Context: an optimization exercise on an open-source flow, tuned for small area and a short achievable clock period. The choices shown serve that exercise and are no tape-out recipe. At most, simulation tests tie the RTL to the original design; equivalence was not proved.

Setup of oak:
## mem_unit
module mem_unit #(
  parameter int unsigned DATA_WIDTH = 16,
  parameter int unsigned ADDR_WIDTH = 8,
  parameter int unsigned LATENCY    = 2
) (
  input  logic                  clk,
  input  logic                  reset,
  input  logic                  MEM_EN,
  input  logic                  MEM_RW,
  input  logic [ADDR_WIDTH-1:0] mem_addr,
  input  logic [DATA_WIDTH-1:0] mem_data_in,
  output logic [DATA_WIDTH-1:0] mem_data_out,
  output logic                  MFC,
  output logic                  busy
);
==> flow/config.mk <==
export PLATFORM = sky130hd
export DESIGN_NAME = mem_unit
export DESIGN_NICKNAME = mem_unit
export VERILOG_FILES = /design/flow/design.v
export SDC_FILE = /design/flow/constraint.sdc
export NUM_CORES = 4
export LEC_CHECK = 0
export CAP_MARGIN = 20
export CORE_MARGIN = 2
export CORE_UTILIZATION = 55
export SETUP_SLACK_MARGIN = 3.9
export SLEW_MARGIN = 20
export SYNTH_HIERARCHICAL = 1
==> flow/constraint.sdc <==
create_clock -name core_clock -period 6.5 [get_ports {clk}]
set_input_delay 1.3000 -clock core_clock [delete_from_list [all_inputs] [get_ports {clk}]]
set_output_delay 1.3000 -clock core_clock [all_outputs]
set_load 0.01 [all_outputs]
standard.sh (not shown) runs the stock make flow with config.mk's settings and CLKGATE_MAP_FILE= SYNTH_SCRIPT=/design/flow/synth_recipe.tcl, a recipe that flattens the netlist after the stock synthesis.
==> flow/flow/run.sh <==
#!/bin/bash
# Standard ORFS layout, with the storage ring pre-placed after floorplanning
# (flow/place_ring.tcl), wider clock-tree clusters without dummy loads, and
# resizing not tied to cell footprints. Each step logs to its own file here.
set -euo pipefail
HERE=$(pwd)
ARGS=(MATCH_CELL_FOOTPRINT=0
  "CTS_ARGS=-sink_clustering_enable -repair_clock_nets -dont_use_dummy_load -buf_list sky130_fd_sc_hd__clkbuf_16 -sink_clustering_size 30 -sink_clustering_max_diameter 60")
bash standard.sh "${ARGS[@]}" floorplan > "$HERE/run_floorplan.log" 2>&1
export BPG=2
RING_ODB=$(ls -d "$HERE"/orfs/results/*/mem_unit/base)/2_floorplan.odb
export RING_ODB
openroad -no_init -exit "$HERE/flow/place_ring.tcl" > "$HERE/run_place_ring.log" 2>&1
bash standard.sh "${ARGS[@]}" finish > "$HERE/run_finish.log" 2>&1
Other scripts of this flow, unchanged in this note and not shown: flow/flow/place_ring.tcl
## Diff of input files: pine against oak
-- flow/design.v --
<<< oak, line 43
  logic [NLO-1:0]        plo_q, plo_d;
  logic [DEPTH-1:0]      ins_q;
  logic [DEPTH-1:0]      tsel_q;
  logic [DATA_WIDTH-1:0] ring [0:DEPTH-1];
  logic [DATA_WIDTH-1:0] tap_c;
>>> pine, line 43
  logic [NLO-1:0]        plo_q, plo_d;
  logic [DEPTH-1:0]      ins_q;
  logic [DEPTH-1:0]      tsel_q, tselh_q;
  logic [DATA_WIDTH-1:0] ring [0:DEPTH-1];
  logic [DATA_WIDTH-1:0] tap_c;
<<< oak, line 98
    for (int s = 0; s < DEPTH; s += 2)
      tsel_q[s] <= pol(s) ^ (phi_d[s / NLO] && plo_d[s % NLO]);
  end
  assign w1_c = reset && !idle_q && !ph_q && !a_rw_q;
>>> pine, line 98
    for (int s = 0; s < DEPTH; s += 2)
      tsel_q[s] <= pol(s) ^ (phi_d[s / NLO] && plo_d[s % NLO]);
    for (int s = 0; s < DEPTH; s += 2)
      tselh_q[s] <= pol(s) ^ (phi_d[s / NLO] && plo_d[s % NLO] && !(ph_q && !idle_q));
  end
  assign w1_c = reset && !idle_q && !ph_q && !a_rw_q;
<<< oak, line 131
    logic [NG0-1:0] lo_n;
    logic [NG1-1:0] hi_p;
    for (genvar k = 0; k < NG0; k++) begin : g_t0
      localparam int unsigned S0 = T0[8 * (3 * k) +: 8];
>>> pine, line 133
    logic [NG0-1:0] lo_n;
    logic [NG1-1:0] hi_p;
    logic [DEPTH-1:0] ts;
    assign ts = (b < DATA_WIDTH / 2) ? tsel_q : tselh_q;
    for (genvar k = 0; k < NG0; k++) begin : g_t0
      localparam int unsigned S0 = T0[8 * (3 * k) +: 8];
<<< oak, line 136
      localparam int unsigned S2 = (3 * k + 2 < NT0) ? T0[8 * (3 * k + 2) +: 8] : S0;
      mu_aoi222 u_aoi (
        .a1(tsel_q[S0]), .a2(ring[S0][b]),
        .b1(tsel_q[S1]), .b2(ring[S1][b]),
        .c1(tsel_q[S2]), .c2(ring[S2][b]),
        .y (lo_n[k])
      );
>>> pine, line 140
      localparam int unsigned S2 = (3 * k + 2 < NT0) ? T0[8 * (3 * k + 2) +: 8] : S0;
      mu_aoi222 u_aoi (
        .a1(ts[S0]), .a2(ring[S0][b]),
        .b1(ts[S1]), .b2(ring[S1][b]),
        .c1(ts[S2]), .c2(ring[S2][b]),
        .y (lo_n[k])
      );
<<< oak, line 146
      localparam int unsigned S1 = T1[8 * (2 * k + 1) +: 8];
      mu_oai22 u_oai (
        .a1(tsel_q[S0]), .a2(ring[S0][b]),
        .b1(tsel_q[S1]), .b2(ring[S1][b]),
        .y (hi_p[k])
      );
>>> pine, line 150
      localparam int unsigned S1 = T1[8 * (2 * k + 1) +: 8];
      mu_oai22 u_oai (
        .a1(ts[S0]), .a2(ring[S0][b]),
        .b1(ts[S1]), .b2(ring[S1][b]),
        .y (hi_p[k])
      );
Notes after the runs:
- Changes observed in pine relative to oak: cell area grew by about 2.8%, initial standard-cell utilization of the core grew by 0.19 points, clock skew after layout held steady.
- Area overhead of the layout relative to synthesis on pine is down relative to oak.
- Between pine and oak, the difference in clock latency on the worst-skew pair is negligible.
- Looking at timing startpoint of the critical path, the g_bit[10].ts[160] result is from pine; the tsel_q[226] one comes from oak.
- Measured against each other, pine and oak differ in post-synthesis share of cell area spent on and, or, nand and nor gates, the lower figure coming from oak.
- pine vs. oak: final cell count went up by 320.
- Fraction of met2 tracks used by global routing for pine: 5.3 points down relative to oak
The RTL of pine was laid out without a check of its function.

-- static timing again, ports no longer ideal --
In the flow no input, the clock included, has a driving cell. The finished layouts below were timed again as built, in two steps.
Step 1: set_driving_cell puts a clkbuf_16 on clk and a buf_2 on each other input, an assumption about the parent block.
Step 2 also shifts input and output timing later by t, the mid clock arrival at the registers, as if the neighbouring blocks saw the same clock.
Slacks: no drivers / after step 1 / after step 2; pairs: no drivers / after step 1.
run | shift t [ns] | setup WS [ns] | clock arrival spread, ns | worst register clock-pin slew, ns | worst data-port slew with drivers (ns)
oak | 0.986 | 3.688 / 3.688 / 2.914 | 0.067 / 0.066 | 0.11 / 0.11 | 0.07
pine | 0.976 | 3.699 / 3.699 / 2.775 | 0.068 / 0.069 | 0.11 / 0.11 | 0.26
After both steps setup and hold are still met in every run listed. The setup slack of pine, which loses most, moves by 0.000 ns with the drivers and by -0.924 ns with both steps.
